Context: an optimization exercise on an open-source flow, tuned for small area, a short achievable clock period and few clock cycles. The choices shown serve that exercise and are no tape-out recipe. Function was not checked in any run shown here: the RTL went through the layout flow alone. No activity file was given, so power comes from the tool's default toggle rates.

==> flow/design.v, too long to show whole: its modules and the start of the top module <==
// module rtc_fields_to_epoch_seconds_unit: 1377 lines
module rtc_fields_to_epoch_seconds_unit (
  input  logic      clk,
  input  logic      rst,
  input  logic      start,
  output logic      busy,
  input  rfes_pkg::rfes_in_t  fields,
  output logic      done,
  output rfes_pkg::rfes_out_t result,
  input  logic      cfg_write,
  input  logic      cfg_index,
  input  logic      cfg_data
);
  // ...
==> flow/flow/run.sh <==
#!/bin/bash
# Standard layout, with the port buffers made of the smallest buffer cell and
# Yosys's generic fine-grained ABC pass skipped, so that the adders written as
# gates reach full-adder extraction as written.
set -euo pipefail
bash standard.sh SYNTH_ARGS=-noabc BUFFER_PORTS_ARGS="-buffer_cell sky130_fd_sc_hd__buf_1" finish > standard_flow.log 2>&1
==> flow/standard.sh <==
#!/bin/bash
# synth_recipe.tcl (not shown) runs the flow's synth.tcl, then flattens the netlist and writes it again
# the make line also repeats each setting of config.mk as NAME=value (left out here)
make -C /OpenROAD-flow-scripts/flow DESIGN_CONFIG=/design/flow/config.mk WORK_HOME=/design/flow/orfs CLKGATE_MAP_FILE= SYNTH_SCRIPT=/design/flow/synth_recipe.tcl "${@:-finish}"
==> flow/config.mk <==
export PLATFORM = sky130hd
export DESIGN_NAME = rtc_fields_to_epoch_seconds_unit
export DESIGN_NICKNAME = rtc_fields_to_epoch_seconds_unit
export VERILOG_FILES = /design/flow/design.v
export SDC_FILE = /design/flow/constraint.sdc
export NUM_CORES = 4
export LEC_CHECK = 0
export CAP_MARGIN = 20
export CORE_MARGIN = 2
export CORE_UTILIZATION = 40
export CTS_BUF_LIST = sky130_fd_sc_hd__clkbuf_8
export SETUP_SLACK_MARGIN = 5.0
export SLEW_MARGIN = 20
==> flow/constraint.sdc <==
create_clock -name core_clock -period 8.0 [get_ports {clk}]
set_input_delay 1.6000 -clock core_clock [delete_from_list [all_inputs] [get_ports {clk}]]
set_output_delay 1.6000 -clock core_clock [all_outputs]
set_load 0.01 [all_outputs]
==> impl_metrics.yaml, run 1 <==
run_status:
  status: "complete, no violations"
worst_setup_path:
  critPathKind: "in -> reg"
  cp_num_cells: 8
  startpoint_type: "input pin"
  setup.worst_path.start: "fields[4]"
  critPathSlowestCell: "fa_2"
  cp_max_fo: 6
  r2r_cells: 7
synth:
  synth_top_family_by_area: "adder cells"
  synth_warnings: 1
  synth-seq-area-share: 0.366
  yosysUniqueCellTypes: 69
sta:
  hold_viol: 0
  rsz0062_at_grt: "true"
  slew_violations: 0
global_route:
  grt_max_degree: 26
  grt_pass1_wl_um: 24200
layout:
  largest_register_ffs: 33
  nNonClkBuffers: 88
  multi_input_cells: 457
  clock_buffers: 19
  nFlopsAndLatches: 135
  regMostFlops: "res_q"
pwr:
  swShare: 0.374
  power.share.clock: 0.194
  power_frac_comb: 0.466
  seqPwrFrac: 0.340
drt:
  dr.pass1.iters: 5
  wl_met1_um: 6880
clocking:
  cts_sinks: 135
  cts_resized: 0
  ctsHoldBuffers: 0
min_path:
  hold_path_end: "cs0_q_0"
floorplanning:
  tap_cells: 229
==> module rtc_fields_to_epoch_seconds_unit, before the edit <==
module rtc_fields_to_epoch_seconds_unit (
  input  logic      clk,
  input  logic      rst,
  input  logic      start,
  output logic      busy,
  input  rfes_pkg::rfes_in_t  fields,
  output logic      done,
  output rfes_pkg::rfes_out_t result,
  input  logic      cfg_write,
  input  logic      cfg_index,
  input  logic      cfg_data
);
  logic        bcd_mode;
  logic        twelve_hour_mode;
  always_ff @(posedge clk) begin
    if (rst) begin
      bcd_mode         <= 1'b1;
      twelve_hour_mode <= 1'b0;
    end else if (cfg_write) begin
      case (cfg_index)
        rfes_pkg::CFG_BCD_MODE:  bcd_mode         <= cfg_data;
        rfes_pkg::CFG_TWELVE_HR: twelve_hour_mode <= cfg_data;
        default:       bcd_mode         <= bcd_mode;
      endcase
    end
  end
  assign busy = 1'b0;
  logic [5:0]  sec6;
  logic [5:0]  min6;
  logic [4:0]  hv5;
  logic [4:0]  day5;
  logic [6:0]  yr7;
  logic [3:0]  mon4;
  logic [3:0]  h4;
  logic [4:0]  hr5;
  logic        leap;
  logic [3:0]  ml;
  logic [1:0]  fields_r;
  logic        err_sec, err_min, err_hr, err_day, err_mon, err_yr, err_all;
  logic t0;
  logic t1;
  logic t2;
  logic t3;
  logic t4;
  logic t5;
  logic t6;
  logic t7;
  logic t8;
  logic t9;
  logic t10;
  logic t11;
  logic t12;
  logic t13;
  logic t14;
  logic t15;
  logic t16;
  logic t17;
  logic t18;
  logic t19;
  logic t20;
  logic t21;
  logic t22;
  logic t23;
  logic t24;
  logic t25;
  logic t26;
  logic t27;
  logic t28;
  logic t29;
  logic t30;
  logic t31;
  logic t32;
  logic t33;
  logic t34;
  logic t35;
  logic t36;
  logic t37;
  logic t38;
  logic t39;
  logic t40;
  logic t41;
  logic t42;
  logic t43;
  logic t44;
  logic t45;
  logic t46;
  logic t47;
  logic t48;
  logic t49;
  logic t50;
  logic t51;
  logic t52;
  logic t53;
  logic t54;
  logic t55;
  logic t56;
  logic t57;
  logic t58;
  logic t59;
  logic t60;
  logic t61;
  logic t62;
  logic t63;
  logic t64;
  logic t65;
  logic t66;
  logic t67;
  logic t68;
  logic t69;
  logic t70;
  logic t71;
  logic t72;
  logic t73;
  logic t74;
  logic t75;
  logic t76;
  logic t77;
  logic t78;
  logic t79;
  logic t80;
  logic t81;
  logic t82;
  logic t83;
  logic t84;
  logic t85;
  logic t86;
  logic t87;
  logic t88;
  logic t89;
  logic t90;
  logic t91;
  logic t92;
  logic t93;
  logic t94;
  logic t95;
  logic t96;
  logic t97;
  logic t98;
  logic t99;
  logic t100;
  logic t101;
  logic t102;
  logic t103;
  logic t104;
  logic t105;
  logic t106;
  logic t107;
  logic t108;
  logic t109;
  logic t110;
  logic t111;
  logic t112;
  logic t113;
  logic t114;
  logic t115;
  logic t116;
  logic t117;
  logic t118;
  logic t119;
  logic t120;
  logic t121;
  logic t122;
  logic t123;
  logic t124;
  logic t125;
  logic t126;
  logic t127;
  logic t128;
  logic t129;
  logic t130;
  logic t131;
  logic t132;
  logic t133;
  logic t134;
  logic t135;
  assign t0 = bcd_mode & fields.raw_seconds[4];
  assign t1 = bcd_mode & fields.raw_seconds[5];
  assign t2 = bcd_mode ? fields.raw_seconds[6] : fields.raw_seconds[4];
  assign t3 = ~bcd_mode & fields.raw_seconds[5];
  assign t4 = ~bcd_mode & fields.raw_seconds[6];
  assign t5 = fields.raw_seconds[3] ^ fields.raw_seconds[4];
  assign t6 = fields.raw_seconds[3] & fields.raw_seconds[4];
  assign t7 = fields.raw_seconds[5] ^ t3;
  assign t8 = fields.raw_seconds[5] & t3;
  assign t9 = fields.raw_seconds[6] ^ t4;
  assign t10 = fields.raw_seconds[6] & t4;
  assign t11 = fields.raw_seconds[1] ^ t0;
  assign t12 = fields.raw_seconds[2] ^ t1;
  assign t13 = t2 ^ t5;
  assign t14 = t7 ^ t6;
  assign t15 = t9 ^ t8;
  assign t16 = fields.raw_seconds[1] & t0;
  assign t17 = fields.raw_seconds[2] & t1;
  assign t18 = t2 & t5;
  assign t19 = t7 & t6;
  assign t20 = t9 & t8;
  assign t21 = t17 | (t12 & t16);
  assign t22 = t12 & t11;
  assign t23 = t19 | (t14 & t18);
  assign t24 = t14 & t13;
  assign t25 = t18 | (t13 & t21);
  assign t26 = t13 & t22;
  assign t27 = t23 | (t24 & t21);
  assign t28 = t24 & t22;
  assign t29 = t20 | (t15 & t27);
  assign t30 = t12 ^ t16;
  assign t31 = t13 ^ t21;
  assign t32 = t14 ^ t25;
  assign t33 = t15 ^ t27;
  assign t34 = bcd_mode & fields.raw_minutes[4];
  assign t35 = bcd_mode & fields.raw_minutes[5];
  assign t36 = bcd_mode ? fields.raw_minutes[6] : fields.raw_minutes[4];
  assign t37 = ~bcd_mode & fields.raw_minutes[5];
  assign t38 = ~bcd_mode & fields.raw_minutes[6];
  assign t39 = fields.raw_minutes[3] ^ fields.raw_minutes[4];
  assign t40 = fields.raw_minutes[3] & fields.raw_minutes[4];
  assign t41 = fields.raw_minutes[5] ^ t37;
  assign t42 = fields.raw_minutes[5] & t37;
  assign t43 = fields.raw_minutes[6] ^ t38;
  assign t44 = fields.raw_minutes[6] & t38;
  assign t45 = fields.raw_minutes[1] ^ t34;
  assign t46 = fields.raw_minutes[2] ^ t35;
  assign t47 = t36 ^ t39;
  assign t48 = t41 ^ t40;
  assign t49 = t43 ^ t42;
  assign t50 = fields.raw_minutes[1] & t34;
  assign t51 = fields.raw_minutes[2] & t35;
  assign t52 = t36 & t39;
  assign t53 = t41 & t40;
  assign t54 = t43 & t42;
  assign t55 = t51 | (t46 & t50);
  assign t56 = t46 & t45;
  assign t57 = t53 | (t48 & t52);
  assign t58 = t48 & t47;
  assign t59 = t52 | (t47 & t55);
  assign t60 = t47 & t56;
  assign t61 = t57 | (t58 & t55);
  assign t62 = t58 & t56;
  assign t63 = t54 | (t49 & t61);
  assign t64 = t46 ^ t50;
  assign t65 = t47 ^ t55;
  assign t66 = t48 ^ t59;
  assign t67 = t49 ^ t61;
  assign t68 = bcd_mode & fields.raw_monthday[4];
  assign t69 = bcd_mode & fields.raw_monthday[5];
  assign t70 = ~bcd_mode & fields.raw_monthday[4];
  assign t71 = ~bcd_mode & fields.raw_monthday[5];
  assign t72 = fields.raw_monthday[3] ^ fields.raw_monthday[4];
  assign t73 = fields.raw_monthday[3] & fields.raw_monthday[4];
  assign t74 = fields.raw_monthday[5] ^ t71;
  assign t75 = fields.raw_monthday[5] & t71;
  assign t76 = fields.raw_monthday[1] ^ t68;
  assign t77 = fields.raw_monthday[2] ^ t69;
  assign t78 = t70 ^ t72;
  assign t79 = t74 ^ t73;
  assign t80 = fields.raw_monthday[1] & t68;
  assign t81 = fields.raw_monthday[2] & t69;
  assign t82 = t70 & t72;
  assign t83 = t74 & t73;
  assign t84 = t81 | (t77 & t80);
  assign t85 = t77 & t76;
  assign t86 = t83 | (t79 & t82);
  assign t87 = t82 | (t78 & t84);
  assign t88 = t78 & t85;
  assign t89 = t86 | (t79 & t84);
  assign t90 = t77 ^ t80;
  assign t91 = t78 ^ t84;
  assign t92 = t79 ^ t87;
  assign t93 = bcd_mode & fields.raw_year[4];
  assign t94 = bcd_mode & fields.raw_year[5];
  assign t95 = bcd_mode ? fields.raw_year[6] : fields.raw_year[4];
  assign t96 = bcd_mode ? fields.raw_year[7] : fields.raw_year[5];
  assign t97 = ~bcd_mode & fields.raw_year[6];
  assign t98 = ~bcd_mode & fields.raw_year[7];
  assign t99 = fields.raw_year[3] ^ fields.raw_year[4];
  assign t100 = fields.raw_year[3] & fields.raw_year[4];
  assign t101 = fields.raw_year[5] ^ t96;
  assign t102 = fields.raw_year[5] & t96;
  assign t103 = fields.raw_year[6] ^ t97;
  assign t104 = fields.raw_year[6] & t97;
  assign t105 = fields.raw_year[7] ^ t98;
  assign t106 = fields.raw_year[7] & t98;
  assign t107 = fields.raw_year[1] ^ t93;
  assign t108 = fields.raw_year[2] ^ t94;
  assign t109 = t95 ^ t99;
  assign t110 = t101 ^ t100;
  assign t111 = t103 ^ t102;
  assign t112 = t105 ^ t104;
  assign t113 = fields.raw_year[1] & t93;
  assign t114 = fields.raw_year[2] & t94;
  assign t115 = t95 & t99;
  assign t116 = t101 & t100;
  assign t117 = t103 & t102;
  assign t118 = t105 & t104;
  assign t119 = t114 | (t108 & t113);
  assign t120 = t108 & t107;
  assign t121 = t116 | (t110 & t115);
  assign t122 = t110 & t109;
  assign t123 = t118 | (t112 & t117);
  assign t124 = t115 | (t109 & t119);
  assign t125 = t109 & t120;
  assign t126 = t121 | (t122 & t119);
  assign t127 = t122 & t120;
  assign t128 = t117 | (t111 & t126);
  assign t129 = t111 & t127;
  assign t130 = t123 | (t112 & t126);
  assign t131 = t108 ^ t113;
  assign t132 = t109 ^ t119;
  assign t133 = t110 ^ t124;
  assign t134 = t111 ^ t126;
  assign t135 = t112 ^ t128;
  assign sec6 = {t33, t32, t31, t30, t11, fields.raw_seconds[0]};
  assign min6 = {t67, t66, t65, t64, t45, fields.raw_minutes[0]};
  always_comb begin
    if (!bcd_mode) begin
      hv5 = fields.raw_hours[4:0];
    end else if (fields.raw_hours[5]) begin
      hv5 = {3'b101, fields.raw_hours[1:0]};
    end else if (fields.raw_hours[4]) begin
      hv5 = rfes_pkg::plus10(fields.raw_hours[3:0]);
    end else begin
      hv5 = {1'b0, fields.raw_hours[3:0]};
    end
  end
  assign day5 = {t92, t91, t90, t76, fields.raw_monthday[0]};
  assign yr7 = {t135, t134, t133, t132, t131, t107, fields.raw_year[0]};
  always_comb begin
    err_sec = bcd_mode ? rfes_pkg::bcd_gt59(fields.raw_seconds) : rfes_pkg::gt8(fields.raw_seconds, 8'd59);
    err_min = bcd_mode ? rfes_pkg::bcd_gt59(fields.raw_minutes) : rfes_pkg::gt8(fields.raw_minutes, 8'd59);
    if (twelve_hour_mode) begin
      err_hr = bcd_mode ? rfes_pkg::bcd_bad_1_12(fields.raw_hours[6:0]) :
                          ((fields.raw_hours[6:0] == 7'd0) ||
                           rfes_pkg::gt8({1'b0, fields.raw_hours[6:0]}, 8'd12));
    end else begin
      err_hr = bcd_mode ? rfes_pkg::bcd_gt23(fields.raw_hours) : rfes_pkg::gt8(fields.raw_hours, 8'd23);
    end
    err_mon = bcd_mode ? (rfes_pkg::bcd_bad_1_12(fields.raw_month[6:0]) || fields.raw_month[7]) :
                         ((fields.raw_month == 8'd0) || rfes_pkg::gt8(fields.raw_month, 8'd12));
    err_yr  = bcd_mode ? rfes_pkg::bcd_gt99(fields.raw_year) : rfes_pkg::gt8(fields.raw_year, 8'd99);
  end
  always_comb begin
    if (bcd_mode && fields.raw_month[4]) begin
      mon4 = {1'b1, fields.raw_month[1], ~fields.raw_month[1], fields.raw_month[0]};
    end else begin
      mon4 = fields.raw_month[3:0];
    end
    if (bcd_mode && fields.raw_hours[4]) begin
      h4 = {1'b1, fields.raw_hours[1], ~fields.raw_hours[1], fields.raw_hours[0]};
    end else begin
      h4 = fields.raw_hours[3:0];
    end
    hr5 = twelve_hour_mode ? rfes_pkg::hour12(h4, fields.raw_hours[7]) : hv5;
    if (bcd_mode) begin
      leap = !fields.raw_year[0] && (fields.raw_year[1] == fields.raw_year[4]);
    end else begin
      leap = (fields.raw_year[1:0] == 2'b00);
    end
    ml[0] = (mon4 == 4'd2) && !leap;
    ml[1] = (mon4 == 4'd2) && leap;
    ml[2] = (mon4 == 4'd4) || (mon4 == 4'd6) || (mon4 == 4'd9) || (mon4 == 4'd11);
    ml[3] = !(ml[0] || ml[1] || ml[2]);
    err_day = (fields.raw_monthday == 8'd0) || rfes_pkg::day_gt(fields.raw_monthday, bcd_mode, ml);
    err_all = err_sec || err_min || err_hr || err_day || err_mon || err_yr;
    if (bcd_mode) begin
      fields_r = {fields.raw_year[1] ^ fields.raw_year[4], fields.raw_year[0]};
    end else begin
      fields_r = fields.raw_year[1:0];
    end
  end
  logic [3:0]  mona;
  logic [2:0]  monb;
  assign mona[0] = (mon4 == 4'd1) || (mon4 == 4'd5) || (mon4 == 4'd9);
  assign mona[1] = (mon4 == 4'd2) || (mon4 == 4'd6) || (mon4 == 4'd10);
  assign mona[2] = (mon4 == 4'd3) || (mon4 == 4'd7) || (mon4 == 4'd11);
  assign mona[3] = (mon4 == 4'd4) || (mon4 == 4'd8) || (mon4 == 4'd12);
  assign monb[0] = (mon4 == 4'd1) || (mon4 == 4'd2) || (mon4 == 4'd3) || (mon4 == 4'd4);
  assign monb[1] = (mon4 == 4'd5) || (mon4 == 4'd6) || (mon4 == 4'd7) || (mon4 == 4'd8);
  assign monb[2] = (mon4 == 4'd9) || (mon4 == 4'd10) || (mon4 == 4'd11) || (mon4 == 4'd12);
  logic        v_q;
  logic        err_q;
  logic [4:0]  q_q;
  logic [1:0]  r_q;
  logic [3:0]  mona_q;   
  logic [2:0]  monb_q;   
  logic [4:0]  day_q;
  logic [4:0]  hr_q;
  logic [5:0]  min_q;
  logic [5:0]  sec_q;
  logic        leap_q;
  always_ff @(posedge clk) begin
    if (rst) begin
      v_q <= 1'b0;
    end else begin
      v_q <= start;
    end
  end
  always_ff @(posedge clk) begin
    err_q <= err_all;
    q_q   <= yr7[6:2];
    r_q   <= fields_r;
    mona_q <= mona;
    monb_q <= monb;
    day_q <= day5;
    hr_q  <= hr5;
    min_q <= min6;
    sec_q <= sec6;
    leap_q <= leap;
  end
  logic [31:0] epoch;
  logic [31:0] tab;
  logic [12:1] mon_q;
  assign mon_q[1] = mona_q[0] & monb_q[0];
  assign mon_q[2] = mona_q[1] & monb_q[0];
  assign mon_q[3] = mona_q[2] & monb_q[0];
  assign mon_q[4] = mona_q[3] & monb_q[0];
  assign mon_q[5] = mona_q[0] & monb_q[1];
  assign mon_q[6] = mona_q[1] & monb_q[1];
  assign mon_q[7] = mona_q[2] & monb_q[1];
  assign mon_q[8] = mona_q[3] & monb_q[1];
  assign mon_q[9] = mona_q[0] & monb_q[2];
  assign mon_q[10] = mona_q[1] & monb_q[2];
  assign mon_q[11] = mona_q[2] & monb_q[2];
  assign mon_q[12] = mona_q[3] & monb_q[2];
  assign tab[0] = 1'b0;
  assign tab[1] = 1'b0;
  assign tab[2] = 1'b0;
  assign tab[3] = 1'b0;
  assign tab[4] = 1'b0;
  assign tab[5] = 1'b0;
  assign tab[6] = 1'b0;
  assign tab[7] = (mon_q[1] & ~leap_q) | (mon_q[2] & leap_q) | mon_q[4] | mon_q[5] | mon_q[8] | mon_q[11] | mon_q[12];
  assign tab[8] = (mon_q[1] & ~leap_q) | mon_q[5] | mon_q[7] | mon_q[8] | mon_q[10] | mon_q[11];
  assign tab[9] = mon_q[1] | (mon_q[2] & ~leap_q) | mon_q[4] | mon_q[5] | mon_q[6] | mon_q[7] | mon_q[11];
  assign tab[10] = mon_q[3] | mon_q[5] | mon_q[6] | mon_q[10];
  assign tab[11] = mon_q[3] | mon_q[4] | mon_q[10] | mon_q[11] | mon_q[12];
  assign tab[12] = (mon_q[1] & leap_q) | (mon_q[2] & leap_q) | mon_q[5] | mon_q[6] | mon_q[12];
  assign tab[13] = (mon_q[1] & leap_q) | (mon_q[2] & ~leap_q) | mon_q[4] | mon_q[5] | mon_q[7] | mon_q[9] | mon_q[10];
  assign tab[14] = mon_q[1] | (mon_q[2] & leap_q) | mon_q[4] | mon_q[5] | mon_q[6] | mon_q[7] | mon_q[8];
  assign tab[15] = (mon_q[1] & ~leap_q) | (mon_q[2] & ~leap_q) | mon_q[3] | mon_q[5] | mon_q[6] | mon_q[10] | mon_q[11];
  assign tab[16] = (mon_q[1] & leap_q) | (mon_q[2] & ~leap_q) | mon_q[4] | mon_q[6] | mon_q[7] | mon_q[9] | mon_q[11] | mon_q[12];
  assign tab[17] = (mon_q[1] & ~leap_q) | mon_q[2] | mon_q[8] | mon_q[9] | mon_q[10] | mon_q[11] | mon_q[12];
  assign tab[18] = 1'b0;
  assign tab[19] = mon_q[1] | mon_q[3] | mon_q[5] | mon_q[7] | mon_q[9] | mon_q[11];
  assign tab[20] = mon_q[2] | mon_q[3] | mon_q[6] | mon_q[7] | mon_q[10] | mon_q[11];
  assign tab[21] = mon_q[2] | mon_q[5] | mon_q[7] | mon_q[8] | mon_q[10];
  assign tab[22] = mon_q[1] | mon_q[2] | mon_q[4] | mon_q[5] | mon_q[8] | mon_q[11];
  assign tab[23] = mon_q[3] | mon_q[4] | mon_q[5] | mon_q[9] | mon_q[10] | mon_q[11];
  assign tab[24] = mon_q[6] | mon_q[7] | mon_q[8] | mon_q[9] | mon_q[10] | mon_q[11];
  assign tab[25] = mon_q[12];
  assign tab[26] = 1'b0;
  assign tab[27] = 1'b0;
  assign tab[28] = 1'b0;
  assign tab[29] = 1'b0;
  assign tab[30] = 1'b0;
  assign tab[31] = 1'b0;
  logic t136;
  logic t137;
  logic t138;
  logic t139;
  logic t140;
  logic t141;
  logic t142;
  logic t143;
  logic t144;
  logic t145;
  logic t146;
  logic t147;
  logic t148;
  logic t149;
  logic t150;
  logic t151;
  logic t152;
  logic t153;
  logic t154;
  logic t155;
  logic t156;
  logic t157;
  logic t158;
  logic t159;
  logic t160;
  logic t161;
  logic t162;
  logic t163;
  logic t164;
  logic t165;
  logic t166;
  logic t167;
  logic t168;
  logic t169;
  logic t170;
  logic t171;
  logic t172;
  logic t173;
  logic t174;
  logic t175;
  logic t176;
  logic t177;
  logic t178;
  logic t179;
  logic t180;
  logic t181;
  logic t182;
  logic t183;
  logic t184;
  logic t185;
  logic t186;
  logic t187;
  logic t188;
  logic t189;
  logic t190;
  logic t191;
  logic t192;
  logic t193;
  logic t194;
  logic t195;
  logic t196;
  logic t197;
  logic t198;
  logic t199;
  logic t200;
  logic t201;
  logic t202;
  logic t203;
  logic t204;
  logic t205;
  logic t206;
  logic t207;
  logic t208;
  logic t209;
  logic t210;
  logic t211;
  logic t212;
  logic t213;
  logic t214;
  logic t215;
  logic t216;
  logic t217;
  logic t218;
  logic t219;
  logic t220;
  logic t221;
  logic t222;
  logic t223;
  logic t224;
  logic t225;
  logic t226;
  logic t227;
  logic t228;
  logic t229;
  logic t230;
  logic t231;
  logic t232;
  logic t233;
  logic t234;
  logic t235;
  logic t236;
  logic t237;
  logic t238;
  logic t239;
  logic t240;
  logic t241;
  logic t242;
  logic t243;
  logic t244;
  logic t245;
  logic t246;
  logic t247;
  logic t248;
  logic t249;
  logic t250;
  logic t251;
  logic t252;
  logic t253;
  logic t254;
  logic t255;
  logic t256;
  logic t257;
  logic t258;
  logic t259;
  logic t260;
  logic t261;
  logic t262;
  logic t263;
  logic t264;
  logic t265;
  logic t266;
  logic t267;
  logic t268;
  logic t269;
  logic t270;
  logic t271;
  logic t272;
  logic t273;
  logic t274;
  logic t275;
  logic t276;
  logic t277;
  logic t278;
  logic t279;
  logic t280;
  logic t281;
  logic t282;
  logic t283;
  logic t284;
  logic t285;
  logic t286;
  logic t287;
  logic t288;
  logic t289;
  logic t290;
  logic t291;
  logic t292;
  logic t293;
  logic t294;
  logic t295;
  assign t136 = ~q_q[0] ^ day_q[0];
  assign t137 = ~q_q[0] & day_q[0];
  assign t138 = ~q_q[1] ^ day_q[1] ^ day_q[0];
  assign t139 = (~q_q[1] & day_q[1]) | (day_q[0] & (~q_q[1] ^ day_q[1]));
  assign t140 = ~q_q[2] ^ day_q[2];
  assign t141 = ~q_q[2] & day_q[2];
  assign t142 = ~q_q[3] ^ day_q[3] ^ day_q[2];
  assign t143 = (~q_q[3] & day_q[3]) | (day_q[2] & (~q_q[3] ^ day_q[3]));
  assign t144 = ~q_q[4] ^ day_q[4] ^ day_q[3];
  assign t145 = (~q_q[4] & day_q[4]) | (day_q[3] & (~q_q[4] ^ day_q[4]));
  assign t146 = day_q[4] ^ day_q[0];
  assign t147 = day_q[4] & day_q[0];
  assign t148 = q_q[0] ^ day_q[1];
  assign t149 = q_q[0] & day_q[1];
  assign t150 = q_q[1] ^ day_q[2];
  assign t151 = q_q[1] & day_q[2];
  assign t152 = q_q[2] ^ day_q[3];
  assign t153 = q_q[2] & day_q[3];
  assign t154 = q_q[3] ^ day_q[4] ^ day_q[2];
  assign t155 = (q_q[3] & day_q[4]) | (day_q[2] & (q_q[3] ^ day_q[4]));
  assign t156 = q_q[4] ^ ~q_q[0];
  assign t157 = q_q[4] & ~q_q[0];
  assign t158 = hr_q[3] ^ ~min_q[5] ^ min_q[1];
  assign t159 = (hr_q[3] & ~min_q[5]) | (min_q[1] & (hr_q[3] ^ ~min_q[5]));
  assign t160 = hr_q[4] ^ min_q[2] ^ ~r_q[1];
  assign t161 = (hr_q[4] & min_q[2]) | (~r_q[1] & (hr_q[4] ^ min_q[2]));
  assign t162 = tab[8] ^ t137;
  assign t163 = tab[8] & t137;
  assign t164 = day_q[1] ^ ~hr_q[0] ^ min_q[3];
  assign t165 = (day_q[1] & ~hr_q[0]) | (min_q[3] & (day_q[1] ^ ~hr_q[0]));
  assign t166 = tab[9] ^ t140 ^ t139;
  assign t167 = (tab[9] & t140) | (t139 & (tab[9] ^ t140));
  assign t168 = ~hr_q[1] ^ min_q[4] ^ r_q[0];
  assign t169 = (~hr_q[1] & min_q[4]) | (r_q[0] & (~hr_q[1] ^ min_q[4]));
  assign t170 = tab[10] ^ t141 ^ t142;
  assign t171 = (tab[10] & t141) | (t142 & (tab[10] ^ t141));
  assign t172 = ~hr_q[2] ^ min_q[5] ^ r_q[1];
  assign t173 = (~hr_q[2] & min_q[5]) | (r_q[1] & (~hr_q[2] ^ min_q[5]));
  assign t174 = tab[11] ^ t144 ^ t143;
  assign t175 = (tab[11] & t144) | (t143 & (tab[11] ^ t144));
  assign t176 = ~hr_q[3] ^ hr_q[0] ^ ~r_q[0];
  assign t177 = (~hr_q[3] & hr_q[0]) | (~r_q[0] & (~hr_q[3] ^ hr_q[0]));
  assign t178 = tab[12] ^ t146 ^ t145;
  assign t179 = (tab[12] & t146) | (t145 & (tab[12] ^ t146));
  assign t180 = ~hr_q[4] ^ hr_q[1] ^ ~r_q[1];
  assign t181 = (~hr_q[4] & hr_q[1]) | (~r_q[1] & (~hr_q[4] ^ hr_q[1]));
  assign t182 = tab[13] ^ t148 ^ t147;
  assign t183 = (tab[13] & t148) | (t147 & (tab[13] ^ t148));
  assign t184 = day_q[0] ^ hr_q[2] ^ r_q[0];
  assign t185 = (day_q[0] & hr_q[2]) | (r_q[0] & (day_q[0] ^ hr_q[2]));
  assign t186 = tab[14] ^ t150 ^ t149;
  assign t187 = (tab[14] & t150) | (t149 & (tab[14] ^ t150));
  assign t188 = day_q[1] ^ hr_q[3] ^ r_q[1];
  assign t189 = (day_q[1] & hr_q[3]) | (r_q[1] & (day_q[1] ^ hr_q[3]));
  assign t190 = tab[15] ^ t152 ^ t151;
  assign t191 = (tab[15] & t152) | (t151 & (tab[15] ^ t152));
  assign t192 = day_q[0] ^ hr_q[4] ^ r_q[0];
  assign t193 = (day_q[0] & hr_q[4]) | (r_q[0] & (day_q[0] ^ hr_q[4]));
  assign t194 = tab[16] ^ t153 ^ t154;
  assign t195 = (tab[16] & t153) | (t154 & (tab[16] ^ t153));
  assign t196 = day_q[3] ^ day_q[1] ^ r_q[1];
  assign t197 = (day_q[3] & day_q[1]) | (r_q[1] & (day_q[3] ^ day_q[1]));
  assign t198 = tab[17] ^ t156 ^ t155;
  assign t199 = (tab[17] & t156) | (t155 & (tab[17] ^ t156));
  assign t200 = ~q_q[1] ^ day_q[4] ^ day_q[2];
  assign t201 = (~q_q[1] & day_q[4]) | (day_q[2] & (~q_q[1] ^ day_q[4]));
  assign t202 = 1'b1 ^ t157;
  assign t203 = 1'b1 & t157;
  assign t204 = ~q_q[2] ^ q_q[0] ^ day_q[3];
  assign t205 = (~q_q[2] & q_q[0]) | (day_q[3] & (~q_q[2] ^ q_q[0]));
  assign t206 = ~q_q[3] ^ q_q[1];
  assign t207 = ~q_q[3] & q_q[1];
  assign t208 = ~q_q[4] ^ q_q[2];
  assign t209 = ~q_q[4] & q_q[2];
  assign t210 = ~r_q[0] ^ tab[7];
  assign t211 = ~r_q[0] & tab[7];
  assign t212 = t138 ^ t160 ^ t159;
  assign t213 = (t138 & t160) | (t159 & (t138 ^ t160));
  assign t214 = t164 ^ t161 ^ t163;
  assign t215 = (t164 & t161) | (t163 & (t164 ^ t161));
  assign t216 = t168 ^ t165 ^ t170;
  assign t217 = (t168 & t165) | (t170 & (t168 ^ t165));
  assign t218 = t172 ^ t169 ^ t174;
  assign t219 = (t172 & t169) | (t174 & (t172 ^ t169));
  assign t220 = t176 ^ t173 ^ t178;
  assign t221 = (t176 & t173) | (t178 & (t176 ^ t173));
  assign t222 = t180 ^ t177 ^ t182;
  assign t223 = (t180 & t177) | (t182 & (t180 ^ t177));
  assign t224 = t184 ^ t181 ^ t186;
  assign t225 = (t184 & t181) | (t186 & (t184 ^ t181));
  assign t226 = t188 ^ t185 ^ t190;
  assign t227 = (t188 & t185) | (t190 & (t188 ^ t185));
  assign t228 = t192 ^ t189 ^ t191;
  assign t229 = (t192 & t189) | (t191 & (t192 ^ t189));
  assign t230 = t196 ^ t193 ^ t198;
  assign t231 = (t196 & t193) | (t198 & (t196 ^ t193));
  assign t232 = t200 ^ t197 ^ t202;
  assign t233 = (t200 & t197) | (t202 & (t200 ^ t197));
  assign t234 = tab[19] ^ t204 ^ t201;
  assign t235 = (tab[19] & t204) | (t201 & (tab[19] ^ t204));
  assign t236 = day_q[4] ^ tab[20] ^ t206;
  assign t237 = (day_q[4] & tab[20]) | (t206 & (day_q[4] ^ tab[20]));
  assign t238 = ~r_q[0] ^ tab[21] ^ t208;
  assign t239 = (~r_q[0] & tab[21]) | (t208 & (~r_q[0] ^ tab[21]));
  assign t240 = q_q[3] ^ ~r_q[1] ^ tab[22];
  assign t241 = (q_q[3] & ~r_q[1]) | (tab[22] & (q_q[3] ^ ~r_q[1]));
  assign t242 = q_q[4] ^ ~q_q[0];
  assign t243 = q_q[4] & ~q_q[0];
  assign t244 = ~min_q[0] ^ sec_q[2];
  assign t245 = ~min_q[0] & sec_q[2];
  assign t246 = ~min_q[1] ^ sec_q[3];
  assign t247 = ~min_q[1] & sec_q[3];
  assign t248 = hr_q[0] ^ ~min_q[2] ^ sec_q[4];
  assign t249 = (hr_q[0] & ~min_q[2]) | (sec_q[4] & (hr_q[0] ^ ~min_q[2]));
  assign t250 = hr_q[1] ^ ~min_q[3] ^ sec_q[5];
  assign t251 = (hr_q[1] & ~min_q[3]) | (sec_q[5] & (hr_q[1] ^ ~min_q[3]));
  assign t252 = hr_q[2] ^ ~min_q[4] ^ min_q[0];
  assign t253 = (hr_q[2] & ~min_q[4]) | (min_q[0] & (hr_q[2] ^ ~min_q[4]));
  assign t254 = t136 ^ t210 ^ t158;
  assign t255 = (t136 & t210) | (t158 & (t136 ^ t210));
  assign t256 = t211 ^ t162 ^ t212;
  assign t257 = (t211 & t162) | (t212 & (t211 ^ t162));
  assign t258 = t166 ^ t213 ^ t214;
  assign t259 = (t166 & t213) | (t214 & (t166 ^ t213));
  assign t260 = t167 ^ t215 ^ t216;
  assign t261 = (t167 & t215) | (t216 & (t167 ^ t215));
  assign t262 = t171 ^ t218 ^ t217;
  assign t263 = (t171 & t218) | (t217 & (t171 ^ t218));
  assign t264 = t175 ^ t220 ^ t219;
  assign t265 = (t175 & t220) | (t219 & (t175 ^ t220));
  assign t266 = t179 ^ t222 ^ t221;
  assign t267 = (t179 & t222) | (t221 & (t179 ^ t222));
  assign t268 = t183 ^ t224 ^ t223;
  assign t269 = (t183 & t224) | (t223 & (t183 ^ t224));
  assign t270 = t187 ^ t226 ^ t225;
  assign t271 = (t187 & t226) | (t225 & (t187 ^ t226));
  assign t272 = t194 ^ t228 ^ t227;
  assign t273 = (t194 & t228) | (t227 & (t194 ^ t228));
  assign t274 = t195 ^ t229 ^ t230;
  assign t275 = (t195 & t229) | (t230 & (t195 ^ t229));
  assign t276 = t199 ^ t232 ^ t231;
  assign t277 = (t199 & t232) | (t231 & (t199 ^ t232));
  assign t278 = t203 ^ t234 ^ t233;
  assign t279 = (t203 & t234) | (t233 & (t203 ^ t234));
  assign t280 = t205 ^ t236 ^ t235;
  assign t281 = (t205 & t236) | (t235 & (t205 ^ t236));
  assign t282 = t207 ^ t238 ^ t237;
  assign t283 = (t207 & t238) | (t237 & (t207 ^ t238));
  assign t284 = t209 ^ t240 ^ t239;
  assign t285 = (t209 & t240) | (t239 & (t209 ^ t240));
  assign t286 = tab[23] ^ t242 ^ t241;
  assign t287 = (tab[23] & t242) | (t241 & (tab[23] ^ t242));
  assign t288 = ~q_q[1] ^ tab[24] ^ t243;
  assign t289 = (~q_q[1] & tab[24]) | (t243 & (~q_q[1] ^ tab[24]));
  assign t290 = ~q_q[2] ^ r_q[0] ^ tab[25];
  assign t291 = (~q_q[2] & r_q[0]) | (tab[25] & (~q_q[2] ^ r_q[0]));
  assign t292 = ~q_q[3] ^ r_q[1];
  assign t293 = ~q_q[3] & r_q[1];
  assign t294 = ~q_q[4] ^ q_q[0] ^ 1'b1;
  assign t295 = (~q_q[4] & q_q[0]) | (1'b1 & (~q_q[4] ^ q_q[0]));
  logic        v2_q;
  logic        err2_q;
  logic        cs0_q_0;
  logic        cs0_q_1;
  logic        cs0_q_2;
  logic        cs1_q_2;
  logic        cs0_q_3;
  logic        cs1_q_3;
  logic        cs0_q_4;
  logic        cs1_q_4;
  logic        cs0_q_5;
  logic        cs1_q_5;
  logic        cs0_q_6;
  logic        cs1_q_6;
  logic        cs0_q_7;
  logic        cs1_q_7;
  logic        cs0_q_8;
  logic        cs1_q_8;
  logic        cs0_q_9;
  logic        cs1_q_9;
  logic        cs0_q_10;
  logic        cs1_q_10;
  logic        cs0_q_11;
  logic        cs1_q_11;
  logic        cs0_q_12;
  logic        cs1_q_12;
  logic        cs0_q_13;
  logic        cs1_q_13;
  logic        cs0_q_14;
  logic        cs1_q_14;
  logic        cs0_q_15;
  logic        cs1_q_15;
  logic        cs0_q_16;
  logic        cs1_q_16;
  logic        cs0_q_17;
  logic        cs1_q_17;
  logic        cs0_q_18;
  logic        cs1_q_18;
  logic        cs0_q_19;
  logic        cs1_q_19;
  logic        cs0_q_20;
  logic        cs1_q_20;
  logic        cs0_q_21;
  logic        cs1_q_21;
  logic        cs0_q_22;
  logic        cs1_q_22;
  logic        cs0_q_23;
  logic        cs1_q_23;
  logic        cs0_q_24;
  logic        cs1_q_24;
  logic        cs0_q_25;
  logic        cs1_q_25;
  logic        cs0_q_26;
  logic        cs1_q_26;
  logic        cs0_q_27;
  logic        cs1_q_27;
  logic        cs0_q_28;
  logic        cs1_q_28;
  logic        cs0_q_29;
  logic        cs1_q_29;
  logic        cs0_q_30;
  logic        cs0_q_31;
  always_ff @(posedge clk) begin
    if (rst) begin
      v2_q <= 1'b0;
    end else begin
      v2_q <= v_q;
    end
  end
  always_ff @(posedge clk) begin
    err2_q <= err_q;
    cs0_q_0 <= sec_q[0];
    cs0_q_1 <= sec_q[1];
    cs0_q_2 <= 1'b1;
    cs1_q_2 <= t244;
    cs0_q_3 <= t246;
    cs1_q_3 <= t245;
    cs0_q_4 <= t248;
    cs1_q_4 <= t247;
    cs0_q_5 <= t250;
    cs1_q_5 <= t249;
    cs0_q_6 <= t252;
    cs1_q_6 <= t251;
    cs0_q_7 <= t254;
    cs1_q_7 <= t253;
    cs0_q_8 <= t256;
    cs1_q_8 <= t255;
    cs0_q_9 <= t258;
    cs1_q_9 <= t257;
    cs0_q_10 <= t260;
    cs1_q_10 <= t259;
    cs0_q_11 <= t262;
    cs1_q_11 <= t261;
    cs0_q_12 <= t264;
    cs1_q_12 <= t263;
    cs0_q_13 <= t266;
    cs1_q_13 <= t265;
    cs0_q_14 <= t268;
    cs1_q_14 <= t267;
    cs0_q_15 <= t270;
    cs1_q_15 <= t269;
    cs0_q_16 <= t272;
    cs1_q_16 <= t271;
    cs0_q_17 <= t274;
    cs1_q_17 <= t273;
    cs0_q_18 <= t276;
    cs1_q_18 <= t275;
    cs0_q_19 <= t278;
    cs1_q_19 <= t277;
    cs0_q_20 <= t280;
    cs1_q_20 <= t279;
    cs0_q_21 <= t282;
    cs1_q_21 <= t281;
    cs0_q_22 <= t284;
    cs1_q_22 <= t283;
    cs0_q_23 <= t286;
    cs1_q_23 <= t285;
    cs0_q_24 <= t288;
    cs1_q_24 <= t287;
    cs0_q_25 <= t290;
    cs1_q_25 <= t289;
    cs0_q_26 <= t292;
    cs1_q_26 <= t291;
    cs0_q_27 <= t294;
    cs1_q_27 <= t293;
    cs0_q_28 <= q_q[1];
    cs1_q_28 <= t295;
    cs0_q_29 <= q_q[2];
    cs1_q_29 <= 1'b1;
    cs0_q_30 <= q_q[3];
    cs0_q_31 <= q_q[4];
  end
  logic t296;
  logic t297;
  logic t298;
  logic t299;
  logic t300;
  logic t301;
  logic t302;
  logic t303;
  logic t304;
  logic t305;
  logic t306;
  logic t307;
  logic t308;
  logic t309;
  logic t310;
  logic t311;
  logic t312;
  logic t313;
  logic t314;
  logic t315;
  logic t316;
  logic t317;
  logic t318;
  logic t319;
  logic t320;
  logic t321;
  logic t322;
  logic t323;
  logic t324;
  logic t325;
  logic t326;
  logic t327;
  logic t328;
  logic t329;
  logic t330;
  logic t331;
  logic t332;
  logic t333;
  logic t334;
  logic t335;
  logic t336;
  logic t337;
  logic t338;
  logic t339;
  logic t340;
  logic t341;
  logic t342;
  logic t343;
  logic t344;
  logic t345;
  logic t346;
  logic t347;
  logic t348;
  logic t349;
  logic t350;
  logic t351;
  logic t352;
  logic t353;
  logic t354;
  logic t355;
  logic t356;
  logic t357;
  logic t358;
  logic t359;
  logic t360;
  logic t361;
  logic t362;
  logic t363;
  logic t364;
  logic t365;
  logic t366;
  logic t367;
  logic t368;
  logic t369;
  logic t370;
  logic t371;
  logic t372;
  logic t373;
  logic t374;
  logic t375;
  logic t376;
  logic t377;
  logic t378;
  logic t379;
  logic t380;
  logic t381;
  logic t382;
  logic t383;
  logic t384;
  logic t385;
  logic t386;
  logic t387;
  logic t388;
  logic t389;
  logic t390;
  logic t391;
  logic t392;
  logic t393;
  logic t394;
  logic t395;
  logic t396;
  logic t397;
  logic t398;
  logic t399;
  logic t400;
  logic t401;
  logic t402;
  logic t403;
  logic t404;
  logic t405;
  logic t406;
  logic t407;
  logic t408;
  logic t409;
  logic t410;
  logic t411;
  logic t412;
  logic t413;
  logic t414;
  logic t415;
  logic t416;
  logic t417;
  logic t418;
  logic t419;
  logic t420;
  logic t421;
  logic t422;
  logic t423;
  logic t424;
  logic t425;
  logic t426;
  logic t427;
  logic t428;
  logic t429;
  logic t430;
  logic t431;
  logic t432;
  logic t433;
  logic t434;
  logic t435;
  logic t436;
  logic t437;
  logic t438;
  logic t439;
  logic t440;
  logic t441;
  logic t442;
  logic t443;
  logic t444;
  logic t445;
  logic t446;
  logic t447;
  logic t448;
  logic t449;
  logic t450;
  logic t451;
  logic t452;
  logic t453;
  logic t454;
  logic t455;
  logic t456;
  logic t457;
  logic t458;
  logic t459;
  logic t460;
  logic t461;
  logic t462;
  logic t463;
  logic t464;
  logic t465;
  logic t466;
  logic t467;
  logic t468;
  logic t469;
  logic t470;
  logic t471;
  logic t472;
  logic t473;
  logic t474;
  logic t475;
  logic t476;
  logic t477;
  logic t478;
  logic t479;
  logic t480;
  logic t481;
  logic t482;
  logic t483;
  logic t484;
  logic t485;
  logic t486;
  logic t487;
  logic t488;
  logic t489;
  logic t490;
  logic t491;
  logic t492;
  logic t493;
  logic t494;
  logic t495;
  logic t496;
  logic t497;
  logic t498;
  logic t499;
  logic t500;
  logic t501;
  logic t502;
  logic t503;
  logic t504;
  logic t505;
  logic t506;
  logic t507;
  logic t508;
  logic t509;
  logic t510;
  logic t511;
  logic t512;
  logic t513;
  logic t514;
  logic t515;
  logic t516;
  logic t517;
  logic t518;
  logic t519;
  logic t520;
  logic t521;
  logic t522;
  assign t296 = cs0_q_2 ^ cs1_q_2;
  assign t297 = cs0_q_3 ^ cs1_q_3;
  assign t298 = cs0_q_4 ^ cs1_q_4;
  assign t299 = cs0_q_5 ^ cs1_q_5;
  assign t300 = cs0_q_6 ^ cs1_q_6;
  assign t301 = cs0_q_7 ^ cs1_q_7;
  assign t302 = cs0_q_8 ^ cs1_q_8;
  assign t303 = cs0_q_9 ^ cs1_q_9;
  assign t304 = cs0_q_10 ^ cs1_q_10;
  assign t305 = cs0_q_11 ^ cs1_q_11;
  assign t306 = cs0_q_12 ^ cs1_q_12;
  assign t307 = cs0_q_13 ^ cs1_q_13;
  assign t308 = cs0_q_14 ^ cs1_q_14;
  assign t309 = cs0_q_15 ^ cs1_q_15;
  assign t310 = cs0_q_16 ^ cs1_q_16;
  assign t311 = cs0_q_17 ^ cs1_q_17;
  assign t312 = cs0_q_18 ^ cs1_q_18;
  assign t313 = cs0_q_19 ^ cs1_q_19;
  assign t314 = cs0_q_20 ^ cs1_q_20;
  assign t315 = cs0_q_21 ^ cs1_q_21;
  assign t316 = cs0_q_22 ^ cs1_q_22;
  assign t317 = cs0_q_23 ^ cs1_q_23;
  assign t318 = cs0_q_24 ^ cs1_q_24;
  assign t319 = cs0_q_25 ^ cs1_q_25;
  assign t320 = cs0_q_26 ^ cs1_q_26;
  assign t321 = cs0_q_27 ^ cs1_q_27;
  assign t322 = cs0_q_28 ^ cs1_q_28;
  assign t323 = cs0_q_29 ^ cs1_q_29;
  assign t324 = cs0_q_30 ^ 1'b0;
  assign t325 = cs0_q_31 ^ 1'b0;
  assign t326 = cs0_q_2 & cs1_q_2;
  assign t327 = cs0_q_3 & cs1_q_3;
  assign t328 = cs0_q_4 & cs1_q_4;
  assign t329 = cs0_q_5 & cs1_q_5;
  assign t330 = cs0_q_6 & cs1_q_6;
  assign t331 = cs0_q_7 & cs1_q_7;
  assign t332 = cs0_q_8 & cs1_q_8;
  assign t333 = cs0_q_9 & cs1_q_9;
  assign t334 = cs0_q_10 & cs1_q_10;
  assign t335 = cs0_q_11 & cs1_q_11;
  assign t336 = cs0_q_12 & cs1_q_12;
  assign t337 = cs0_q_13 & cs1_q_13;
  assign t338 = cs0_q_14 & cs1_q_14;
  assign t339 = cs0_q_15 & cs1_q_15;
  assign t340 = cs0_q_16 & cs1_q_16;
  assign t341 = cs0_q_17 & cs1_q_17;
  assign t342 = cs0_q_18 & cs1_q_18;
  assign t343 = cs0_q_19 & cs1_q_19;
  assign t344 = cs0_q_20 & cs1_q_20;
  assign t345 = cs0_q_21 & cs1_q_21;
  assign t346 = cs0_q_22 & cs1_q_22;
  assign t347 = cs0_q_23 & cs1_q_23;
  assign t348 = cs0_q_24 & cs1_q_24;
  assign t349 = cs0_q_25 & cs1_q_25;
  assign t350 = cs0_q_26 & cs1_q_26;
  assign t351 = cs0_q_27 & cs1_q_27;
  assign t352 = cs0_q_28 & cs1_q_28;
  assign t353 = cs0_q_29 & cs1_q_29;
  assign t354 = cs0_q_30 & 1'b0;
  assign t355 = cs0_q_31 & 1'b0;
  assign t356 = t327 | (t297 & t326);
  assign t357 = t297 & t296;
  assign t358 = t329 | (t299 & t328);
  assign t359 = t299 & t298;
  assign t360 = t331 | (t301 & t330);
  assign t361 = t301 & t300;
  assign t362 = t333 | (t303 & t332);
  assign t363 = t303 & t302;
  assign t364 = t335 | (t305 & t334);
  assign t365 = t305 & t304;
  assign t366 = t337 | (t307 & t336);
  assign t367 = t307 & t306;
  assign t368 = t339 | (t309 & t338);
  assign t369 = t309 & t308;
  assign t370 = t341 | (t311 & t340);
  assign t371 = t311 & t310;
  assign t372 = t343 | (t313 & t342);
  assign t373 = t313 & t312;
  assign t374 = t345 | (t315 & t344);
  assign t375 = t315 & t314;
  assign t376 = t347 | (t317 & t346);
  assign t377 = t317 & t316;
  assign t378 = t349 | (t319 & t348);
  assign t379 = t319 & t318;
  assign t380 = t351 | (t321 & t350);
  assign t381 = t321 & t320;
  assign t382 = t353 | (t323 & t352);
  assign t383 = t323 & t322;
  assign t384 = t355 | (t325 & t354);
  assign t385 = t328 | (t298 & t356);
  assign t386 = t298 & t357;
  assign t387 = t358 | (t359 & t356);
  assign t388 = t359 & t357;
  assign t389 = t332 | (t302 & t360);
  assign t390 = t302 & t361;
  assign t391 = t362 | (t363 & t360);
  assign t392 = t363 & t361;
  assign t393 = t336 | (t306 & t364);
  assign t394 = t306 & t365;
  assign t395 = t366 | (t367 & t364);
  assign t396 = t367 & t365;
  assign t397 = t340 | (t310 & t368);
  assign t398 = t310 & t369;
  assign t399 = t370 | (t371 & t368);
  assign t400 = t371 & t369;
  assign t401 = t344 | (t314 & t372);
  assign t402 = t314 & t373;
  assign t403 = t374 | (t375 & t372);
  assign t404 = t375 & t373;
  assign t405 = t348 | (t318 & t376);
  assign t406 = t318 & t377;
  assign t407 = t378 | (t379 & t376);
  assign t408 = t379 & t377;
  assign t409 = t352 | (t322 & t380);
  assign t410 = t322 & t381;
  assign t411 = t382 | (t383 & t380);
  assign t412 = t383 & t381;
  assign t413 = t330 | (t300 & t387);
  assign t414 = t300 & t388;
  assign t415 = t360 | (t361 & t387);
  assign t416 = t361 & t388;
  assign t417 = t389 | (t390 & t387);
  assign t418 = t390 & t388;
  assign t419 = t391 | (t392 & t387);
  assign t420 = t392 & t388;
  assign t421 = t338 | (t308 & t395);
  assign t422 = t308 & t396;
  assign t423 = t368 | (t369 & t395);
  assign t424 = t369 & t396;
  assign t425 = t397 | (t398 & t395);
  assign t426 = t398 & t396;
  assign t427 = t399 | (t400 & t395);
  assign t428 = t400 & t396;
  assign t429 = t346 | (t316 & t403);
  assign t430 = t316 & t404;
  assign t431 = t376 | (t377 & t403);
  assign t432 = t377 & t404;
  assign t433 = t405 | (t406 & t403);
  assign t434 = t406 & t404;
  assign t435 = t407 | (t408 & t403);
  assign t436 = t408 & t404;
  assign t437 = t354 | (t324 & t411);
  assign t438 = t324 & t412;
  assign t439 = t384 | (t325 & t411);
  assign t440 = t334 | (t304 & t419);
  assign t441 = t304 & t420;
  assign t442 = t364 | (t365 & t419);
  assign t443 = t365 & t420;
  assign t444 = t393 | (t394 & t419);
  assign t445 = t394 & t420;
  assign t446 = t395 | (t396 & t419);
  assign t447 = t396 & t420;
  assign t448 = t421 | (t422 & t419);
  assign t449 = t422 & t420;
  assign t450 = t423 | (t424 & t419);
  assign t451 = t424 & t420;
  assign t452 = t425 | (t426 & t419);
  assign t453 = t426 & t420;
  assign t454 = t427 | (t428 & t419);
  assign t455 = t428 & t420;
  assign t456 = t350 | (t320 & t435);
  assign t457 = t320 & t436;
  assign t458 = t380 | (t381 & t435);
  assign t459 = t381 & t436;
  assign t460 = t409 | (t410 & t435);
  assign t461 = t410 & t436;
  assign t462 = t411 | (t412 & t435);
  assign t463 = t412 & t436;
  assign t464 = t437 | (t438 & t435);
  assign t465 = t438 & t436;
  assign t466 = t439 | (t325 & t435);
  assign t467 = t342 | (t312 & t454);
  assign t468 = t312 & t455;
  assign t469 = t372 | (t373 & t454);
  assign t470 = t373 & t455;
  assign t471 = t401 | (t402 & t454);
  assign t472 = t402 & t455;
  assign t473 = t403 | (t404 & t454);
  assign t474 = t404 & t455;
  assign t475 = t429 | (t430 & t454);
  assign t476 = t430 & t455;
  assign t477 = t431 | (t432 & t454);
  assign t478 = t432 & t455;
  assign t479 = t433 | (t434 & t454);
  assign t480 = t434 & t455;
  assign t481 = t435 | (t436 & t454);
  assign t482 = t436 & t455;
  assign t483 = t456 | (t457 & t454);
  assign t484 = t457 & t455;
  assign t485 = t458 | (t459 & t454);
  assign t486 = t459 & t455;
  assign t487 = t460 | (t461 & t454);
  assign t488 = t461 & t455;
  assign t489 = t462 | (t463 & t454);
  assign t490 = t463 & t455;
  assign t491 = t464 | (t465 & t454);
  assign t492 = t465 & t455;
  assign t493 = t466 | (t325 & t454);
  assign t494 = t297 ^ t326;
  assign t495 = t298 ^ t356;
  assign t496 = t299 ^ t385;
  assign t497 = t300 ^ t387;
  assign t498 = t301 ^ t413;
  assign t499 = t302 ^ t415;
  assign t500 = t303 ^ t417;
  assign t501 = t304 ^ t419;
  assign t502 = t305 ^ t440;
  assign t503 = t306 ^ t442;
  assign t504 = t307 ^ t444;
  assign t505 = t308 ^ t446;
  assign t506 = t309 ^ t448;
  assign t507 = t310 ^ t450;
  assign t508 = t311 ^ t452;
  assign t509 = t312 ^ t454;
  assign t510 = t313 ^ t467;
  assign t511 = t314 ^ t469;
  assign t512 = t315 ^ t471;
  assign t513 = t316 ^ t473;
  assign t514 = t317 ^ t475;
  assign t515 = t318 ^ t477;
  assign t516 = t319 ^ t479;
  assign t517 = t320 ^ t481;
  assign t518 = t321 ^ t483;
  assign t519 = t322 ^ t485;
  assign t520 = t323 ^ t487;
  assign t521 = t324 ^ t489;
  assign t522 = t325 ^ t491;
  assign epoch = {t522, t521, t520, t519, t518, t517, t516, t515, t514, t513, t512, t511, t510, t509, t508, t507, t506, t505, t504, t503, t502, t501, t500, t499, t498, t497, t496, t495, t494, t296, cs0_q_1, cs0_q_0};
  logic        v3_q;
  logic [32:0] res_q;
  always_ff @(posedge clk) begin
    if (rst) begin
      v3_q <= 1'b0;
    end else begin
      v3_q <= v2_q;
    end
  end
  always_ff @(posedge clk) begin
    res_q <= {epoch, err2_q};
  end
  assign done   = v3_q;
  assign result = res_q;
endmodule
==> run 2, diff against run 1 <==
--- a/flow/design.v
+++ b/flow/design.v
@@ -590,4 +590,5 @@
   assign monb[2] = (mon4 == 4'd9) || (mon4 == 4'd10) || (mon4 == 4'd11) || (mon4 == 4'd12);
   logic        v_q;
+  logic [5:0]  errs_q;
   logic        err_q;
   logic [4:0]  q_q;
@@ -608,5 +609,5 @@
   end
   always_ff @(posedge clk) begin
-    err_q <= err_all;
+    errs_q <= {err_sec, err_min, err_hr, err_day, err_mon, err_yr};
     q_q   <= yr7[6:2];
     r_q   <= fields_r;
@@ -619,4 +620,5 @@
     leap_q <= leap;
   end
+  assign err_q = |errs_q;
   logic [31:0] epoch;
   logic [31:0] tab;
==> run 2 against run 1 <==
Effect of this change: still clean; utilization decreased by 0.47 points; hold slack about the same; sequential share of layout area increased by 1.6 points; sequential power about the same.
==> impl_metrics.yaml, run 2 <==
run_status:
  status: "complete, no violations"
layout:
  drive_gt1_frac: 0.0627
  fin_nets: 957
  final_common_cell: "dfxtp_1"
  post-route-util: 0.463
  syn_to_final_growth_pct: 13.7
  diodes: 0
  largest_register_ffs: 33
  fill_cells: 1717
  instances_no_fill: 1011
  final_cell_mix: "139 x dfxtp_1, 86 x buf_1, 78 x inv_1, 74 x fa_1, 54 x ha_1"
  regMostFlops: "res_q"
pwr:
  p_leak_nw: 3.67
  power_mw: 3.06
  peakVddDrop_mv: 0.145
  intPower_mw: 1.91
  p_sw_mw: 1.15
  power.share.clock: 0.182
  cellPowerDensity_nw_per_um2: 368
  seqPwrFrac: 0.360
  swShare: 0.376
  power_frac_comb: 0.458
worst_setup_path:
  startpoint_type: "input pin"
  cpPeakStageDelay_ns: 0.34
  crit_chain: "buf_1 -> and3_4 -> fa_2 -> a21o_1 -> a21o_1 -> fa_2 -> xor2_1 -> xnor2_1"
  r2r_start: "mona_q[0]"
  cp_data_arrival_time_ns: 3.30
  r2r_slack_ns: 5.19
  path_buf_inv: 1
  critPathSlowestCell: "fa_2"
  worstSetupEndpointType: "register"
  cp_max_fo: 6
  r2r_end: "cs0_q_15"
  crit_required_ns: 8.34
  r2r_cells: 6
  critPathKind: "in -> reg"
  crit_family: "adder cells"
clocking:
  clk_latency_ns: 0.44
  ctsRootBufferMaster: "clkbuf_8"
  clock_path_buffers: 2
  cts_tree: "yes"
  cts_sinks: 140
  cts_made_buffers: 17
  ctsHoldBuffers: 0
  clk_pin_slew_worst_paths_ns: 0.08
  htreeDepth: 4
synth:
  synth.area.top_cells: "dfxtp_1 38%, fa_1 21%, ha_1 9.8%"
  synth_nets: 869
  synth_fa_ha_area_frac: 0.308
  synth_warnings: 1
  synth.cells.most_frequent: "140 x dfxtp_1, 78 x inv_1, 77 x fa_1"
  synth-xor-area-share: 0.0395
  yosys_register_bits: 140
  synth_area_sq_um: 7310
  synthMuxAreaShare: 0.00291
  synth-simple-area-share: 0.102
  post-synth-top-count-cell: "dfxtp_1"
  synth-compound-area-share: 0.113
  synth_top_family_by_area: "adder cells"
  synth_area_per_cell_sq_um: 10.7
  yosysUniqueCellTypes: 53
  ys.flop_type: "dfxtp_1"
  synth_edf_count: 0
  yosysTopAreaCell: "dfxtp_1"
  netlist_instances: 681
  async_flop_share: 0
  synth-seq-area-share: 0.383
  synth_top_area_share: 0.383
drt:
  drc: 0
  dr.pass1.iters: 4
  drt_iter0_drc: 306
  via_count: 4842
  vias_per_cell: 4.79
  drtAntennaViolNets: 0
  avgRoutedWirePerCell_um: 13.5
  routed_wirelength_um: 13600
floorplanning:
  core-area_sq_um: 18000
  die_area_sq_um: 19400
  chipHeight_um: 139
  io_pins: 89
  rows: 49
  die_w_um: 139
  start_util: 0.407
place:
  place.gp.congestion: 0.900
  port_buffers: 87
  dp_cells: 978
  dp.final_hpwl_um: 10800
min_path:
  hold_path_end: "res_q[1]"
  hold_path_class: "reg -> reg"
  hold_depth: 0
  hp-start: "cs0_q_0"
sta:
  setup_viol: 0
  hold_viol: 0
  fin_crit_sh: 0.370
  post-route-min-period_ns: 2.96
  clock.fmax_mhz: 338
  rsz0062_at_grt: "false"
  worstMarginPinSlew_ns: 0.506
  hold_slack_ns: 0.330
  skew_ns: 0.0119
  maxSlewHeadroom: 0.662
  slew_violations: 0
  tns_ns: 0
global_route:
  grt_pass1_vias: 4697
  grt_overflow: 0
  track_usage: 0.149
  grt_pass1_wl_um: 22900
  grt_max_degree: 26
  antenna_found_initial: 0
flow_run:
  drv_cap: 0
## run 2: cell types whose count changed after synthesis, moves of 3 or more
cell,before,now
a21boi_0,3,0
a21oi_1,39,35
buf_2,5,0
clkbuf_1,14,19
dfxtp_1,135,140
nand2b_1,2,7
nand3_1,17,11
nand3b_1,5,0
nand4_1,8,4
o211ai_1,7,3
o21ai_0,21,27
o21bai_1,1,5
or2_2,4,1
## run 2: metal layers
| metal | global-route usage | vias up | wire (um) |
|---|---|---|---|
| li1 | - | 2445 | - |
| met1 | 0.203 | 2254 | 6650 |
| met2 | 0.223 | 126 | 5980 |
| met3 | 0.0416 | 17 | 713 |
| met4 | 0.0622 | 0 | 267 |
| met5 | 0 | - | 0 |
## run 2: power by group through the flow
stage,clock network [mW],logic (mW),registers (mW)
detailed placement,0,1.41,1.12
CTS,0.584,1.41,1.10
global placement,0,1.38,1.12
finish,0.557,1.40,1.10
floorplan,0,1.01,1.13
global route,0.612,1.64,1.13
## run 2: logic make-up (layout without fill, tap and decap cells)
| logic type | after synthesis | after routing |
|---|---|---|
| buffers and inverters | 98 | 199 |
| adder cells (fa/ha/maj) | 134 | 134 |
| AND/OR/NAND/NOR | 149 | 149 |
| multiplexers | 2 | 2 |
| other | 1 | 1 |
| flip-flops | 140 | 140 |
| XOR/XNOR | 33 | 33 |
| AO/OA/AOI/OAI | 124 | 124 |
## run 2: timing repair
item                       CTS  global route
resized for setup            0             2
setup buffers                0             1
setup endpoints to repair    0             4
## run 2: layout make-up
class                           count  area [sq um]  area share
Multi-Input combinational cell    443          4200       0.505
Tap cell                          229           287      0.0345
Clock inverter                     14           146      0.0176
Sequential cell                   140          2800       0.337
Timing Repair Buffer               89           343      0.0412
Inverter                           78           293      0.0352
Clock buffer                       18           248      0.0298
## run 2: how the worst max path moves through the flow
stage | cells after the start | slack, ns | from | to
3_3_place_gp | 8 | 4.60 | fields[4] | q_q[4]
4_1_cts | 9 | 5.08 | fields[8] | errs_q[2]
6_report | 8 | 5.04 | fields[4] | q_q[4]
5_1_grt | 9 | 5.01 | fields[5] | q_q[4]
2_1_floorplan | 7 | 4.84 | fields[5] | q_q[4]
3_5_place_dp | 8 | 4.58 | fields[4] | q_q[4]
## run 2: stage by stage
| stage | setup slack [ns] | cell area, sq um |
|---|---|---|
| after floorplan | 4.84 | 7380 |
| after global placement | 4.60 | 7910 |
| after detailed placement | 4.58 | 7910 |
| after CTS | 5.08 | 8310 |
| after global routing | 5.01 | 8320 |
| final | 5.04 | 8320 |

## re-timing with driven ports
In the flow no input, the clock included, has a driving cell. The finished layouts below were timed again as built, in two steps.
Step 1 assumes that a clkbuf_16 drives the clock port and a buf_2 every other input.
Step 2 adds t to the input delays and takes it off the output delays; t is the mean of the earliest and latest rising clock arrival at the registers after step 1. Input paths then give back, and output paths get back, about the clock's delay inside the block.
Slacks: no drivers / after step 1 / after step 2; pairs: no drivers / after step 1.
| run | shift t [ns] | setup WS [ns] | hold slack, ns | pins driven straight from the clock port |
|---|---|---|---|---|
| run 1 | 0.477 | 5.065 / 5.083 / 4.606 | 0.329 / 0.329 / 0.329 | 1 |
| run 2 | 0.472 | 5.041 / 5.057 / 4.586 | 0.330 / 0.330 / 0.330 | 1 |
After both steps setup and hold are still met in every run listed. For run 1, which loses most, drivers alone change the setup slack by +0.018 ns; drivers and shift together by -0.459 ns.
